This is an optimization exercise on Yosys and OpenROAD, whose aim is a short achievable clock period and few clock cycles, not a production implementation. Function was checked by simulation only, so behaviour that the tests miss may differ from the original. Power and IR drop assume default switching activity.

**flow/run.sh**
```bash
#!/bin/bash
# synth_recipe.tcl (not shown) runs the flow's synth.tcl, then flattens the netlist and writes it again
# the make line also repeats each setting of config.mk as NAME=value (left out here)
make -C /OpenROAD-flow-scripts/flow DESIGN_CONFIG=/design/flow/config.mk WORK_HOME=/design/flow/orfs CLKGATE_MAP_FILE= SYNTH_SCRIPT=/design/flow/synth_recipe.tcl finish
```
**flow/config.mk**
```make
export PLATFORM = sky130hd
export DESIGN_NAME = rv_multicycle_core
export DESIGN_NICKNAME = rv_multicycle_core
export VERILOG_FILES = /design/flow/design.v
export SDC_FILE = /design/flow/constraint.sdc
export NUM_CORES = 4
export LEC_CHECK = 0
export CAP_MARGIN = 20
export CORE_MARGIN = 2
export CORE_UTILIZATION = 18
export SLEW_MARGIN = 20
```
**flow/constraint.sdc**
```tcl
create_clock -name core_clock -period 8.0 [get_ports {clk}]
set_input_delay 1.6000 -clock core_clock [delete_from_list [all_inputs] [get_ports {clk}]]
set_output_delay 1.6000 -clock core_clock [all_outputs]
set_load 0.01 [all_outputs]
```
**flow/design.v**
```verilog
package rv_pkg;
    localparam logic [6:0] OP_IMM    = 7'b0010011;
    localparam logic [6:0] OP_REG    = 7'b0110011;
    localparam logic [6:0] OP_BRANCH = 7'b1100011;
    localparam logic [2:0] F3_ADD = 3'd0;
    localparam logic [2:0] F3_BEQ = 3'd0;
    localparam logic [2:0] F3_BNE = 3'd1;
    localparam logic [6:0] F7_ADD = 7'd0;
    typedef enum logic [2:0] {
        FETCH,
        DECODE,
        EXECUTE,
        WRITEBACK,
        HALT
    } state_t;
    typedef enum logic [2:0] {
        I_ADDI,
        I_ADD,
        I_BEQ,
        I_BNE,
        I_ILLEGAL
    } instr_t;
    function automatic logic [2:0] classify(logic [31:0] ir);
        if (ir[6:0] == OP_IMM && ir[14:12] == F3_ADD) begin
            classify = I_ADDI;
        end else if (ir[6:0] == OP_REG && ir[14:12] == F3_ADD && ir[31:25] == F7_ADD) begin
            classify = I_ADD;
        end else if (ir[6:0] == OP_BRANCH && ir[14:12] == F3_BEQ) begin
            classify = I_BEQ;
        end else if (ir[6:0] == OP_BRANCH && ir[14:12] == F3_BNE) begin
            classify = I_BNE;
        end else begin
            classify = I_ILLEGAL;
        end
    endfunction
endpackage
module rv_regfile #(
    parameter int WIDTH = 32,
    parameter int NREGS = 32
) (
    input  logic                     clk,
    input  logic                     rst,
    input  logic [$clog2(NREGS)-1:0] rs1_i,
    input  logic [$clog2(NREGS)-1:0] rs2_i,
    output logic [WIDTH-1:0]         rd1_o,
    output logic [WIDTH-1:0]         rd2_o,
    input  logic                     we_i,
    input  logic [$clog2(NREGS)-1:0] wa_i,
    input  logic [WIDTH-1:0]         wd_i,
    output logic [WIDTH-1:0]         a0_o
);
    logic [WIDTH-1:0] regs_q [NREGS];
    logic [NREGS-1:0] wr_q;
    always_ff @(posedge clk or posedge rst) begin
        if (rst) begin
            wr_q <= '0;
        end else if (we_i && (wa_i != '0)) begin
            wr_q[wa_i] <= 1'b1;
        end
    end
    always_ff @(posedge clk) begin
        if (we_i && (wa_i != '0)) begin
            regs_q[wa_i] <= wd_i;
        end
    end
    assign rd1_o = wr_q[rs1_i] ? regs_q[rs1_i] : '0;
    assign rd2_o = wr_q[rs2_i] ? regs_q[rs2_i] : '0;
    assign a0_o  = wr_q[10] ? regs_q[10] : '0;
endmodule
import rv_pkg::*;
module rv_multicycle_core #(
    parameter int               WIDTH     = 32,
    parameter int               NREGS     = 32,
    parameter logic [WIDTH-1:0] RESET_PC  = '0,
    parameter int               CNT_WIDTH = 32
) (
    input  logic                  clk,
    input  logic                  rst,
    output logic                  imem_req,
    output logic [WIDTH-1:0]      imem_addr,
    input  logic                  imem_valid,
    input  logic [31:0]           imem_rdata,
    output logic [WIDTH-1:0]      a0,
    output logic [CNT_WIDTH-1:0]  instret,
    output logic                  halted,
    output logic                  trap
);
    localparam int AW = $clog2(NREGS);
    localparam int PW = WIDTH - 2;           
    localparam int CI = 6;                   
    localparam int CN = 1 << CI;             
    localparam int TW = PW - CI;             
    localparam logic [PW-1:0] WIN = 16;      
    logic [PW-1:0]  fq;                      
    logic           req_q;
    logic [31:0]    cw  [CN];                
    logic [TW-1:0]  ct  [CN];                
    logic [9:0]     ctl [CN];                
    logic [1:0]     ctd [CN];                
    logic           cp  [CN];                
    logic [CN-1:0]  cv;                      
    logic [PW-1:0]  pcf;
    logic           d_v;
    logic [PW-1:0]  d_pc;
    logic [31:0]    d_ir;
    logic           d_pt;
    logic           e_v;
    logic [PW-1:0]  e_pc;
    logic [WIDTH-1:0] e_a, e_b;
    logic           e_alu, e_beq, e_bne, e_ill, e_we;
    logic [AW-1:0]  e_rd;
    logic           e_pt;
    logic [PW-1:0]  e_alt;                   
    logic           e_mis, e_self;
    logic [CNT_WIDTH-1:0] instret_q;
    logic           halted_q, trap_q;
    logic           stop_q;                  
    logic           stop_trap_q;
    logic [PW-1:0]  stop_pc_q;
    logic [12:0] f_immb;
    logic [10:0] f_sum;
    logic        f_isbr, f_beq, f_bne, f_same, f_pt;
    logic [1:0]  f_delta;
    always_comb begin
        f_immb = {imem_rdata[31], imem_rdata[7], imem_rdata[30:25], imem_rdata[11:8], 1'b0};
        f_sum  = {1'b0, fq[9:0]} + {1'b0, f_immb[11:2]};
        if (f_immb[12]) f_delta = f_sum[10] ? 2'd0 : 2'd2;
        else            f_delta = f_sum[10] ? 2'd1 : 2'd0;
        f_isbr = (imem_rdata[6:0] == OP_BRANCH);
        f_beq  = f_isbr && (imem_rdata[14:12] == F3_BEQ);
        f_bne  = f_isbr && (imem_rdata[14:12] == F3_BNE);
        f_same = (imem_rdata[19:15] == imem_rdata[24:20]);
        f_pt   = !f_immb[1] && ((f_beq && (f_same || f_immb[12])) || (f_bne && !f_same && f_immb[12]));
    end
    wire fill = req_q && imem_valid;
    always_ff @(posedge clk) begin
        if (fill) begin
            cw [fq[CI-1:0]] <= imem_rdata;
            ct [fq[CI-1:0]] <= fq[PW-1:CI];
            ctl[fq[CI-1:0]] <= f_sum[9:0];
            ctd[fq[CI-1:0]] <= f_delta;
            cp [fq[CI-1:0]] <= f_pt;
        end
    end
    logic [CI-1:0] fi;
    logic          f_hit;
    logic [31:0]   f_w;
    logic [PW-1:0] f_tgt, f_next;
    logic [PW-11:0] pch_p1, pch_m1;
    assign fi     = pcf[CI-1:0];
    assign f_hit  = cv[fi] && (ct[fi] == pcf[PW-1:CI]);
    assign f_w    = cw[fi];
    assign pch_p1 = pcf[PW-1:10] + 1'b1;
    assign pch_m1 = pcf[PW-1:10] - 1'b1;
    always_comb begin
        unique case (ctd[fi])
            2'd1:    f_tgt = {pch_p1, ctl[fi]};
            2'd2:    f_tgt = {pch_m1, ctl[fi]};
            default: f_tgt = {pcf[PW-1:10], ctl[fi]};
        endcase
        f_next = cp[fi] ? f_tgt : pcf + 1'b1;
    end
    logic [AW-1:0]    d_rs1, d_rs2, d_rd;
    logic [WIDTH-1:0] rd1, rd2, d_a, d_b;
    logic             d_addi, d_add, d_beq, d_bne;
    logic [WIDTH-1:0] d_immi;
    logic [12:0]      d_immb;
    logic [WIDTH-1:0] e_sum;
    logic             e_wr;
    assign d_rs1 = d_ir[19:15];
    assign d_rs2 = d_ir[24:20];
    assign d_rd  = d_ir[11:7];
    rv_regfile #(
        .WIDTH (WIDTH),
        .NREGS (NREGS)
    ) u_regfile (
        .clk   (clk),
        .rst   (rst),
        .rs1_i (d_rs1),
        .rs2_i (d_rs2),
        .rd1_o (rd1),
        .rd2_o (rd2),
        .we_i  (e_wr),
        .wa_i  (e_rd),
        .wd_i  (e_sum),
        .a0_o  (a0)
    );
    always_comb begin
        d_addi = (d_ir[6:0] == OP_IMM)    && (d_ir[14:12] == F3_ADD);
        d_add  = (d_ir[6:0] == OP_REG)    && (d_ir[14:12] == F3_ADD) && (d_ir[31:25] == F7_ADD);
        d_beq  = (d_ir[6:0] == OP_BRANCH) && (d_ir[14:12] == F3_BEQ);
        d_bne  = (d_ir[6:0] == OP_BRANCH) && (d_ir[14:12] == F3_BNE);
        d_immi = {{(WIDTH-12){d_ir[31]}}, d_ir[31:20]};
        d_immb = {d_ir[31], d_ir[7], d_ir[30:25], d_ir[11:8], 1'b0};
        d_a = (e_wr && e_rd == d_rs1) ? e_sum : rd1;
        d_b = d_addi ? d_immi : ((e_wr && e_rd == d_rs2) ? e_sum : rd2);
    end
    logic e_eq, e_taken, e_halt, e_trap, e_redir, e_ret;
    always_comb begin
        e_sum   = e_a + e_b;
        e_eq    = (e_a == e_b);
        e_taken = (e_beq && e_eq) || (e_bne && !e_eq);
        e_wr    = e_v && e_we;
        e_trap  = e_v && (e_ill || (e_taken && e_mis));
        e_halt  = e_trap || (e_v && e_taken && e_self);
        e_ret   = e_v && !e_trap;
        e_redir = e_v && !e_halt && (e_taken != e_pt);
    end
    wire run = !halted_q && !stop_q;
    wire fetch_busy = req_q && !imem_valid;
    always_ff @(posedge clk or posedge rst) begin
        if (rst) begin
            cv        <= '0;
            req_q     <= 1'b1;
            fq        <= RESET_PC[WIDTH-1:2];
            pcf       <= RESET_PC[WIDTH-1:2];
            d_v       <= 1'b0;
            e_v       <= 1'b0;
            instret_q <= '0;
            halted_q  <= 1'b0;
            trap_q    <= 1'b0;
            stop_q    <= 1'b0;
            stop_trap_q <= 1'b0;
            stop_pc_q <= '0;
        end else begin
            if (fill) cv[fq[CI-1:0]] <= 1'b1;
            if (e_ret) instret_q <= instret_q + 1'b1;
            if (!run || e_halt) begin
                d_v <= 1'b0;
                e_v <= 1'b0;
            end else if (e_redir) begin
                d_v <= 1'b0;
                e_v <= 1'b0;
                pcf <= e_alt;
            end else begin
                e_v <= d_v;
                d_v <= f_hit;
                if (f_hit) pcf <= f_next;
            end
            if (run && e_halt) begin
                if (fetch_busy) begin
                    stop_q      <= 1'b1;
                    stop_trap_q <= e_trap;
                    stop_pc_q   <= e_pc;
                end else begin
                    halted_q <= 1'b1;
                    trap_q   <= e_trap;
                    req_q    <= 1'b0;
                    fq       <= e_pc;
                end
            end else if (stop_q) begin
                if (!fetch_busy) begin
                    stop_q   <= 1'b0;
                    halted_q <= 1'b1;
                    trap_q   <= stop_trap_q;
                    req_q    <= 1'b0;
                    fq       <= stop_pc_q;
                end
            end else if (run) begin
                if (fill) begin
                    if (!f_hit && !e_redir && pcf != fq) begin
                        fq <= pcf;
                        req_q <= 1'b1;
                    end else begin
                        fq <= fq + 1'b1;
                        req_q <= ((fq + 1'b1 - pcf) < WIN);
                    end
                end else if (!req_q) begin
                    if (!f_hit && !e_redir) begin
                        fq <= pcf;
                        req_q <= 1'b1;
                    end else begin
                        req_q <= ((fq - pcf) < WIN);
                    end
                end
            end
        end
    end
    always_ff @(posedge clk) begin
        d_ir   <= f_w;
        d_pc   <= pcf;
        d_pt   <= cp[fi];
        e_pc   <= d_pc;
        e_a    <= d_a;
        e_b    <= d_b;
        e_alu  <= d_addi || d_add;
        e_beq  <= d_beq;
        e_bne  <= d_bne;
        e_ill  <= !(d_addi || d_add || d_beq || d_bne);
        e_we   <= (d_addi || d_add) && (d_rd != '0);
        e_rd   <= d_rd;
        e_pt   <= d_pt;
        e_alt  <= d_pt ? d_pc + 1'b1 : d_pc + {{(PW-11){d_immb[12]}}, d_immb[12:2]};
        e_mis  <= d_immb[1];
        e_self <= (d_immb == '0);
    end
    assign imem_req  = req_q;
    assign imem_addr = {fq, 2'b00};
    assign instret   = instret_q;
    assign halted    = halted_q;
    assign trap      = trap_q;
endmodule
```
==> results of run 1 <==
-- per-layer routing --
metal  wire length [um]  up-vias  track usage
met4              26700       22       0.0336
met1             294000    69000        0.141
met3              73300     1290       0.0226
met2             362000     6806        0.179
li1                   -    48800            -
met5                147        -            0
-- layout make-up --
class,instances,area share
Timing Repair Buffer,542,0.0193
Clock buffer,771,0.0559
Sequential cell,5863,0.608
Antenna cell,14,0.000123
Multi-Input combinational cell,4644,0.225
Inverter,137,0.00188
Clock inverter,312,0.0118
Tap cell,17600,0.0776
-- logic make-up (layout without fill, tap and decap cells) --
family	after synthesis	in the layout	synth area share
AO/OA/AOI/OAI	950	950	0.0273
buffers and inverters	750	1762	0.0142
multiplexers	2224	2224	0.197
flip-flops	5863	5863	0.723
XOR/XNOR	218	218	0.00798
adder cells (fa/ha/maj)	162	162	0.00860
AND/OR/NAND/NOR	1088	1088	0.0222
other	1	16	0.0000157
-- power by group through the flow --
stage / Sequential, uW / Clock [uW] / Combinational (uW)
floorplan: 34400 / 0 / 932
global placement: 34400 / 0 / 1670
detailed placement: 34400 / 0 / 1710
CTS: 33700 / 28100 / 1720
global route: 33700 / 29300 / 1830
finish: 33700 / 27800 / 1720
-- stage by stage --
| step | setup slack, ns | hold slack [ns] | cell area (sq um) | utilization | power, uW |
|---|---|---|---|---|---|
| global route | 0.973 | 0.367 | 284000 | 0.214 | 64800 |
| finish | 1.17 | 0.358 | 284000 | 0.215 | 63200 |
| global placement | 1.15 | 0.349 | 265000 | 0.200 | 36100 |
| detailed placement | 1.36 | 0.346 | 265000 | 0.200 | 36100 |
| floorplan | 0.239 | 0.323 | 239000 | - | 35300 |
| CTS | 1.33 | 0.359 | 284000 | 0.214 | 63600 |
-- synthesized netlist by cell type, drive strengths merged, types with 41 or more instances --
cell    count
edfxtp   5440
mux4     1972
clkbuf    339
nor2      336
buf       274
nand2     238
dfrtp     224
a21oi     201
dfxtp     198
mux2i     171
xnor2     167
ha        158
inv       128
o21ai     118
nand3     109
a22oi      89
mux2       81
o21bai     75
nor3       73
a21o       72
o22ai      57
and2       54
a31oi      51
xor2       51
nand4      41
-- registers in the layout, summed over array words and instances, names as in the netlist, 32 cells and up --
name,cells
cw,2048
ctd,128
d_ir,32
ct,1536
e_b,32
cv,64
instret_q,32
e_a,32
u_regfile.regs_q,1024
u_regfile.wr_q,32
ctl,640
cp,64
-- final timing paths --
| check | end | slack [ns] | cells after the start |
|---|---|---|---|
| min in group asynchronous | pcf[0]$_DFFE_PP0P_ | 1.29 | 2 |
| worst min-delay path | e_pc[22]$_DFF_P_ | 0.36 | 0 |
| worst max register to register | fq[8]$_DFFE_PP0P_ | 1.17 | 13 |
| max in group asynchronous | fq[16]$_DFFE_PP0P_ | 5.20 | 3 |
| worst max-delay path | fq[8]$_DFFE_PP0P_ | 1.17 | 13 |
| worst min register to register | e_pc[22]$_DFF_P_ | 0.36 | 0 |
==> results.ini, run 1 <==
[status]
status=timing/DRC/antenna clean

[clocking]
post-cts-setup-buffers=0
cts_buffers=595
cts_hold_buf=0
root_buffer=clkbuf_16
htree_levels=6
clock_latency_ns=1.14
numClockSinks=5863
cts_resized=0
clk_transition_reported_paths_ns=0.07
clock_path_buffers=4
cts_tree=built

[power_and_ir_drop]
p_clk_frac=0.439
p_switching_uw=13600
p_sw_frac=0.215
seqPwrFrac=0.534
p_leak_uw=0.0822
internal_power_uw=49700
powerDensity_nw_per_um2=222
ir_drop_uv=244
power_frac_comb=0.027

[worst_setup_path]
path_max_fanout=32
crit_path_cell_trace=buf_4 -> buf_4 -> mux4_2 -> a22oi_1 -> nand3_1 -> a2111oi_1 -> buf_4 -> xnor2_1 -> nand4b_1 -> or4_1 -> nand2_8 -> mux2_2 -> a31oi_1
path_common_cell=buf_4
path_delay_family=simple AND/OR/NAND/NOR gates
crit_type=reg -> reg
regToRegStartpoint=pcf[0]$_DFFE_PP0P_
cp_num_buf_inv=3
max_stage_delay_ns=1.05
arrival_ns=7.89
critPathLaunchType=flip-flop
crit_start=pcf[0]$_DFFE_PP0P_
worstPathRequired_ns=9.06
end_kind=flip-flop
cpMaxStageDelayCell=or4_1

[job]
maxCapViolations=0

[timing]
tightest_slew_ns=1.25
finalCriticalPeriod_ns=6.83
rsz0062_at_grt=no
fin_tns_setup_ns=0
min_period_over_period=0.854
slew_violations=0
slew_headroom=0.167
finClkSkew_ns=0.102
finalSetupViolations=0
hold_violations=0
max_freq_mhz=146

[cells_and_area]
final_cell_mix=edfxtp_1 (5440), mux4_2 (1967), clkbuf_16 (602), buf_4 (315), nor2_1 (238)
fillers=137000
multiInputGateArea_sq_um=64000
finalNonFillerCells=29900
nNetsFinal=12000
syn_to_final_growth_pct=18.9
final_common_cell=edfxtp_1
drive_above_1_share=0.291
ff_latch_area_sq_um=173000

[synthesis]
synthesis.area_sq_um=239000
synth_largest_area_cell=edfxtp_1
yosysSeqAreaShare=0.723
async_flop_share=0.0384
avgSynthCellArea_sq_um=21.3
yosys_warnings=2
synth_top_area_frac=0.683
ys_types=101
synthCells=11300
synth_edf_count=5440
ys_top_cells_by_area=edfxtp_1 (68%), mux4_2 (19%), dfrtp_1 (2.3%)
ys_ff_latch=5863
synthFlopType=edfxtp_1

[floorplan]
die_w_um=1160
num_rows=423
die_h_um=1160
io_pins=134
fp.coreArea_sq_um=1330000
die-area_sq_um=1340000
initial_core_util=0.180

[placed_design]
dp_hpwl_um=407000
dp.cells=28800
place.gp.congestion=0.829
port_buffers=131

[route]
first_iter_violations=18400
dr_total_vias=126000
drc_errors=0
via_per_inst=4.21
wl_per_cell_um=25.3
drt_wl_total_um=756000
dr.pass1.iters=6
drtAntennaViolNets=0

[global_route]
grt_pass1_vias=125000
grt_pass1_wl_um=1030000
grt_overflow=0
grt_max_degree=161
antenna_found_initial=66
grt.total_usage=0.108

[min_path]
hold_path.class=reg -> reg
min_from=d_pc[22]$_DFF_P_

Testbench counts, summed over its fixed seeds: cycles 41,504.
==> run 2: changes to the inputs <==
--- a/flow/config.mk
+++ b/flow/config.mk
@@ -10,2 +10,3 @@
 export CORE_UTILIZATION = 18
+export SETUP_SLACK_MARGIN = 3.5
 export SLEW_MARGIN = 20
==> run 2 against run 1 <==
Utilization rose by 0.30 points; first-iteration DRC count rose by 8.7%; combinational power rose by 5%; flip-flop and latch count did not move; critical path type unchanged.
==> results.ini, run 2 <==
[synthesis]
ys_top_cells_by_area=edfxtp_1 (68%), mux4_2 (19%), dfrtp_1 (2.3%)
avgSynthCellArea_sq_um=21.3  ; unchanged
ys_types=101  ; unchanged
synthCells=11300  ; unchanged
yosysSeqAreaShare=0.723  ; unchanged
synthesis.area_sq_um=239000  ; unchanged
yosys_warnings=2  ; unchanged
synth_edf_count=5440  ; unchanged
synth_largest_area_cell=edfxtp_1
ys_ff_latch=5863  ; unchanged
synth_commonest_cells=edfxtp_1 (5440), mux4_2 (1967), clkbuf_1 (339), nor2_1 (335), nand2_1 (236)
synth_top_area_frac=0.683  ; unchanged
synth_most_common_cell=edfxtp_1
synthFlopType=edfxtp_1
async_flop_share=0.0384  ; unchanged

[worst_setup_path]
path_common_cell=mux4_2
arrival_ns=6.20  ; -1.69 ns
regToRegStartpoint=pcf[0]$_DFFE_PP0P_
regToRegSetupSlack_ns=2.71  ; +1.54 ns
crit_start=pcf[0]$_DFFE_PP0P_
worstPathRequired_ns=8.91  ; -0.15 ns
crit_path_cell_trace=buf_12 -> buf_12 -> buf_16 -> mux4_2 -> mux4_2 -> mux4_2 -> inv_2 -> ha_4 -> inv_2 -> fa_2 -> nor2b_4 -> o21ai_2 -> a21boi_2 -> o21ai_2 -> a21oi_2 -> o2111ai_2 -> a31oi_1 -> o21ai_0 -> a31oi_1 -> o21ai_1 -> mux2_4
crit_type=reg -> reg
path_max_fanout=6  ; -81%
reg2reg_depth=21  ; +8
rr_endpoint=pcf[22]$_DFFE_PP0P_
critPathLaunchType=flip-flop
max_stage_delay_ns=0.61  ; -0.44 ns
end_kind=flip-flop
cpMaxStageDelayCell=mux4_2

[job]
maxCapViolations=0  ; unchanged

[floorplan]
num_rows=423  ; unchanged
die_w_um=1160  ; unchanged
die_h_um=1160  ; unchanged
die-area_sq_um=1340000  ; unchanged
initial_core_util=0.180  ; unchanged
io_pins=134  ; unchanged
fp.coreArea_sq_um=1330000  ; unchanged

[min_path]
hold_path.class=reg -> reg
min_path_cells=0  ; unchanged
min_from=d_pc[11]$_DFF_P_
hold_end=e_pc[11]$_DFF_P_

[cells_and_area]
syn_to_final_growth_pct=20.5
finalNonFillerCells=30100  ; +0.72%
final_cell_mix=edfxtp_1 (5440), mux4_2 (1968), clkbuf_16 (602), buf_4 (379), nor2_1 (236)
drive_above_1_share=0.316  ; +0.0244
final_common_cell=edfxtp_1
nNetsFinal=12200  ; +1.7%
largest_reg_flops=2048  ; unchanged

[route]
wl_per_cell_um=25.6  ; +1.2%
drc_errors=0  ; unchanged
drtAntennaViolNets=0  ; unchanged
dr.pass1.iters=6  ; unchanged
via_per_inst=4.26  ; +1.3%
dr_total_vias=128000  ; +2.0%
first_iter_violations=20000  ; +8.7%
drt_wl_total_um=770000  ; +1.9%

[global_route]
antenna_found_initial=59  ; -11%
grt_pass1_wl_um=1050000  ; +1.7%
grt_overflow=0  ; unchanged
grt_max_degree=153  ; -5.0%
grt.total_usage=0.110  ; +0.00182
grt_pass1_vias=127000  ; +1.8%

[clocking]
clk_transition_reported_paths_ns=0.06  ; about the same
cts_tree=built
clock_latency_ns=1.13  ; about the same
numClockSinks=5863  ; unchanged
cts_buffers=592  ; -0.50%
clock_path_buffers=4  ; unchanged
root_buffer=clkbuf_16
cts_hold_buf=0  ; unchanged
htree_levels=6  ; unchanged

[power_and_ir_drop]
p_switching_uw=13500  ; -0.84%
p_sw_frac=0.214  ; -0.000861
powerDensity_nw_per_um2=218  ; -1.8%
seqPwrFrac=0.536  ; +0.002
p_clk_frac=0.435  ; -0.004
internal_power_uw=49500  ; -0.33%
power_frac_comb=0.029  ; +0.002
ir_drop_uv=232  ; -4.9%
p_leak_uw=0.0839  ; +2.1%

[timing]
fin_tns_setup_ns=0  ; unchanged
hold_violations=0  ; unchanged
rsz0062_at_grt=yes
tightest_slew_ns=1.21  ; -0.0368 ns
finClkSkew_ns=0.131  ; +0.0292 ns
max_freq_mhz=189  ; +29%
finalSetupViolations=0  ; unchanged
slew_headroom=0.189  ; +0.0226
slew_violations=0  ; unchanged
finalCriticalPeriod_ns=5.29  ; -1.54 ns
min_period_over_period=0.661  ; -0.193

[placed_design]
dp.cells=28800  ; -0.042%
place.gp.congestion=0.843  ; +1.7%
port_buffers=131  ; unchanged
dp_hpwl_um=407000  ; about the same

[status]
status=timing/DRC/antenna clean

==> run 2: cell types whose count changed in the layout (fill, tap and decap cells not counted), sizes merged, moves of 9 or more <==
cell / before / now
buf: 446 / 623
bufbuf: 0 / 17
clkinv: 230 / 247
clkdlybuf4s50: 96 / 82
dlygate4sd2: 0 / 13
diode: 14 / 25
inv: 162 / 153
==> run 2: worst max-delay path: cells and delay by family, from the launching register on <==
family / cells / cell delay [ns]
mux: 4 / 1.79
compound gates: 9 / 1.39
buf+inv: 5 / 0.63
fa+ha+maj: 2 / 0.61
flops: 1 / 0.49
simple gates: 1 / 0.13
==> run 2: metrics by stage <==
step	hold WS (ns)	worst slack, ns	util	total power (uW)	cell area (sq um)
floorplan	0.323	2.15	-	35300	240000
global placement	0.349	1.83	0.200	36100	265000
detailed placement	0.349	2.02	0.200	36200	265000
CTS	0.362	2.75	0.217	63300	287000
global route	0.369	2.63	0.217	64600	288000
finish	0.360	2.71	0.218	63000	288000
==> run 2: what timing repair did <==
action                                  in CTS  in global routing
buffers inserted                           126                 43
endpoints found under the setup margin     501                384
pin swaps                                   81                 45
cloned                                      44                  7
gates resized for setup                    331                 98
==> run 2: worst max-delay path by stage <==
stage / end / slack [ns] / depth (start not counted)
after global routing: pcf[25]$_DFFE_PP0P_ / 2.63 / 20
final: pcf[22]$_DFFE_PP0P_ / 2.71 / 21
after floorplan: pcf[22]$_DFFE_PP0P_ / 2.15 / 28
after CTS: pcf[22]$_DFFE_PP0P_ / 2.75 / 21
after global placement: fq[8]$_DFFE_PP0P_ / 1.83 / 13
after detailed placement: req_q$_DFFE_PP1P_ / 2.02 / 18
==> run 2: layout make-up <==
type | instances | area, sq um
timing repair inverter | 3 | 23.8
sequential | 5863 | 173000
multi-input combinational | 4653 | 65000
clock buffer | 758 | 15800
timing repair buffer | 742 | 8670
antenna | 25 | 62.6
inverter | 137 | 557
fill | 136000 | 1040000
tap | 17600 | 22100
clock inverter | 318 | 3150
==> run 2: logic make-up after synthesis <==
logic type               count (synthesis)  share of synthesized area
AO/OA/AOI/OAI                          950                     0.0273
XOR/XNOR                               218                    0.00798
multiplexers                          2224                      0.197
adder cells (fa/ha/maj)                162                    0.00860
other                                    1                  0.0000157
buffers and inverters                  750                     0.0142
flip-flops                            5863                      0.723
AND/OR/NAND/NOR                       1088                     0.0222
==> run 2: power by group through the flow <==
stage	clock network [uW]	logic, uW	registers, uW
after floorplan	0	940	34400
after global placement	0	1700	34400
after detailed placement	0	1740	34400
after CTS	27700	1780	33800
after global routing	28900	1910	33800
final	27400	1800	33800
==> run 2: metal layers <==
metal	GRT usage	up-vias	share of wire
met5	0	-	0.00011
met4	0.0416	16	0.043
met3	0.0218	1490	0.10
met2	0.178	7579	0.47
met1	0.144	70100	0.38
li1	-	49300	-
==> run 3: changes to the inputs <==
--- a/flow/config.mk
+++ b/flow/config.mk
@@ -10,3 +10,3 @@
 export CORE_UTILIZATION = 18
-export SETUP_SLACK_MARGIN = 3.5
+export SETUP_SLACK_MARGIN = 2.0
 export SLEW_MARGIN = 20
==> run 3 against run 2 <==
Maximum frequency down 11%; first-iteration DRC count down 7.6%; critical path type unchanged; largest cell class unchanged; worst hold slack worse by 0.066 ns; sequential power about the same; area after synthesis unchanged; total power down 0.58%; largest power group unchanged; global-route usage down 0.24 points; clock-buffer cell count up 6; wire length down 2.2%; cell area down 1.4%; worst setup slack worse by 0.63 ns; critical path depth down 2.
==> results.ini, run 3 <==
[status]
status=timing/DRC/antenna clean

[power_and_ir_drop]
p_leak_uw=0.0822  ; -2.1%
p_clk_frac=0.433  ; -0.002
powerDensity_nw_per_um2=220  ; +0.86%
seqPwrFrac=0.539  ; +0.003
ir_drop_uv=281  ; +21%
p_switching_uw=13500  ; +0.43%
internal_power_uw=49100  ; -0.86%
p_sw_frac=0.216  ; +0.00218
power_frac_comb=0.028  ; about the same

[synthesis]
async_flop_share=0.0384  ; unchanged
yosys_warnings=2  ; unchanged
synthesis.area_sq_um=239000  ; unchanged
yosysSeqAreaShare=0.723  ; unchanged
avgSynthCellArea_sq_um=21.3  ; unchanged
synth_largest_area_cell=edfxtp_1
synth_commonest_cells=edfxtp_1 (5440), mux4_2 (1967), clkbuf_1 (339), nor2_1 (335), nand2_1 (236)
ys_ff_latch=5863  ; unchanged
synth_most_common_cell=edfxtp_1
synth_edf_count=5440  ; unchanged
synth_top_area_frac=0.683  ; unchanged
ys_types=101  ; unchanged
synthFlopType=edfxtp_1
ys_top_cells_by_area=edfxtp_1 (68%), mux4_2 (19%), dfrtp_1 (2.3%)
synthCells=11300  ; unchanged

[clocking]
cts_hold_buf=0  ; unchanged
numClockSinks=5863  ; unchanged
cts_tree=built
root_buffer=clkbuf_16
clock_path_buffers=4  ; unchanged
cts_buffers=589  ; -0.51%
htree_levels=6  ; unchanged
clock_latency_ns=1.19  ; +0.06 ns
clk_transition_reported_paths_ns=0.08  ; +0.02 ns

[cells_and_area]
finalNonFillerCells=30000  ; -0.60%
final_cell_mix=edfxtp_1 (5440), mux4_2 (1967), clkbuf_16 (598), buf_4 (370), nor2_1 (239)
final_common_cell=edfxtp_1
fillers=137000  ; +0.15%
drive_above_1_share=0.294  ; -0.0220
nNetsFinal=12000  ; -1.3%
largest_reg_flops=2048  ; unchanged
syn_to_final_growth_pct=18.8

[floorplan]
die_h_um=1160  ; unchanged
die-area_sq_um=1340000  ; unchanged
initial_core_util=0.180  ; unchanged
num_rows=423  ; unchanged
io_pins=134  ; unchanged
die_w_um=1160  ; unchanged
fp.coreArea_sq_um=1330000  ; unchanged

[global_route]
grt_max_degree=134  ; -12%
grt_pass1_vias=125000  ; -1.9%
grt_pass1_wl_um=1030000  ; -2.0%
grt.total_usage=0.107  ; -0.00237
antenna_found_initial=70  ; +19%
grt_overflow=0  ; unchanged

[worst_setup_path]
arrival_ns=6.96  ; +0.76 ns
end_kind=flip-flop
worstSetupEndpoint=req_q$_DFFE_PP1P_
worstPathRequired_ns=9.05  ; +0.14 ns
regToRegStartpoint=fq[0]$_DFFE_PP0P_
rr_endpoint=req_q$_DFFE_PP1P_
regToRegSetupSlack_ns=2.09  ; -0.63 ns
reg2reg_depth=19  ; -9.5%
crit_type=reg -> reg
critPathLaunchType=flip-flop
crit_start=fq[0]$_DFFE_PP0P_
path_max_fanout=15  ; +9

[placed_design]
dp.cells=28900  ; +0.15%
place.gp.congestion=0.839  ; -0.45%
port_buffers=131  ; unchanged
dp_hpwl_um=416000  ; +2.4%

[timing]
slew_violations=0  ; unchanged
tightest_slew_ns=1.23  ; +0.0159 ns
finalSetupViolations=0  ; unchanged
timing.hold.ws_ns=0.295  ; -0.0655 ns
max_freq_mhz=169  ; -11%
finalCriticalPeriod_ns=5.91  ; +0.626 ns
hold_violations=0  ; unchanged
finClkSkew_ns=0.146  ; +0.0151 ns
min_period_over_period=0.739  ; +0.0782
slew_headroom=0.179  ; -0.0106
rsz0062_at_grt=yes
fin_tns_setup_ns=0  ; unchanged

[route]
first_iter_violations=18500  ; -7.6%
drc_errors=0  ; unchanged
dr.pass1.iters=6  ; unchanged
wl_per_cell_um=25.2  ; -1.6%
drt_wl_total_um=753000  ; -2.2%
drtAntennaViolNets=0  ; unchanged
dr_total_vias=126000  ; -1.7%
via_per_inst=4.22  ; -1.1%

[min_path]
hold_path.class=reg -> reg
min_from=d_pc[21]$_DFF_P_

[job]
maxCapViolations=0  ; unchanged

==> run 3: cell count changes in the layout (fill, tap and decap cells not counted), sizes merged <==
cell           before  now
dlygate4sd2        13    0
nor2              342  336
o211ai             31   29
o21ai             119  118
clkinvlp           19   13
bufinv             39   27
inv               153  152
bufbuf             17    1
clkinv            247  238
diode              25   24
clkdlybuf4s50      82   98
buf               623  494
==> run 3: worst min-delay path by stage <==
stage	slack, ns	cells after the start	endpoint
2_1_floorplan	0.32	0	e_rd[1]$_DFF_P_
3_3_place_gp	0.35	0	e_pc[11]$_DFF_P_
3_5_place_dp	0.34	0	e_pc[11]$_DFF_P_
4_1_cts	0.31	0	e_pc[21]$_DFF_P_
5_1_grt	0.32	0	e_pc[21]$_DFF_P_
6_report	0.29	0	e_pc[21]$_DFF_P_
==> run 3: final cells by class <==
class,instances,area [sq um],area share
clock buffers,764,15700,0.0552
diodes,24,60.1,0.000211
multi-input cells,4644,64000,0.225
clock inverters,293,3020,0.0106
flip-flops and latches,5863,173000,0.609
inverters,137,549,0.00193
well taps,17600,22100,0.0776
repair buffers,594,5810,0.0204
==> run 3: metrics by stage <==
| stage | power, uW | utilization | worst slack (ns) | area (sq um) |
|---|---|---|---|---|
| 6_report | 62600 | 0.214 | 2.09 | 284000 |
| 2_1_floorplan | 35300 | - | 0.360 | 239000 |
| 3_5_place_dp | 36100 | 0.200 | 1.14 | 265000 |
| 3_3_place_gp | 36100 | 0.200 | 1.07 | 265000 |
| 5_1_grt | 64300 | 0.214 | 1.88 | 284000 |
| 4_1_cts | 63000 | 0.214 | 1.93 | 284000 |
==> run 3: critical path, cell delays in order (launching register included) <==
cell       delay, ns
dfrtp_1         0.32
buf_4           0.42
ha_1            0.57
nand3_1         0.22
nor3_1          0.58
nand2_1         0.31
nor2_1          0.21
xnor2_1         0.22
ha_1            0.38
nand2_1         0.09
nand2_1         0.05
a21o_1          0.20
a21oi_1         0.41
nor3_1          0.08
a31oi_1         0.23
nand4_1         0.19
a2111oi_0       0.47
nor3_1          0.14
or4_1           0.55
a32oi_1         0.17
==> run 3: routing by layer <==
metal,track usage,wire [um],up-vias,share of wire
met5,0,152,-,0.00020
li1,-,-,48900,-
met1,0.142,293000,68800,0.39
met4,0.0341,27000,22,0.036
met2,0.176,358000,7237,0.47
met3,0.0226,76000,1314,0.10
==> run 3: cell families after synthesis <==
logic type	count (synthesis)	synth area share
adders and majority gates	162	0.00860
and+or+nand+nor	1088	0.0222
muxes	2224	0.197
xor gates and xnor gates	218	0.00798
DFF	5863	0.723
buffers and inverters	750	0.0142
AOI/OAI and AO/OA	950	0.0273
other	1	0.0000157
==> run 3: what timing repair did <==
action | 4_1_cts | 5_1_grt
pin swaps | 1 | 4
resized for setup | 7 | 17
gates cloned | 1 | 1
setup buffers | 6 | 11
setup endpoints to repair | 62 | 52
==> run 3: power by group through the flow <==
stage                     registers, uW  clock network (uW)  logic, uW
after floorplan                   34400                   0        934
after global placement            34400                   0       1680
after detailed placement          34400                   0       1720
after CTS                         33800               27500       1720
after global routing              33700               28700       1840
final                             33800               27100       1730

==> separate check: timing with driven ports <==
The flow's constraints put no driver on any port. The routed layouts listed below were extracted and timed again, unchanged, in two steps. Step 1: set_driving_cell puts a clkbuf_16 on clk and a buf_2 on each other input, an assumption about the parent block. Step 2, shift: input delay + t, output delay - t, t = (earliest + latest rising clock arrival at the registers) / 2. This alone moves slack from input paths to output paths. Slacks: ideal ports / drivers / drivers and shift; pairs: ideal ports / drivers.
| run | t (ns) | setup slack, ns | cell pins on the clock port's net |
|---|---|---|---|
| run 1 | 1.252 | 1.171 / 1.171 / 1.171 | 1 |
| run 2 | 1.219 | 2.714 / 2.714 / 2.063 | 1 |
| run 3 | 1.260 | 2.088 / 2.088 / 1.789 | 1 |
After both steps every run listed still meets setup and hold. For run 2, which loses most, drivers alone change the setup slack by 0.000 ns; drivers and shift together by -0.651 ns.
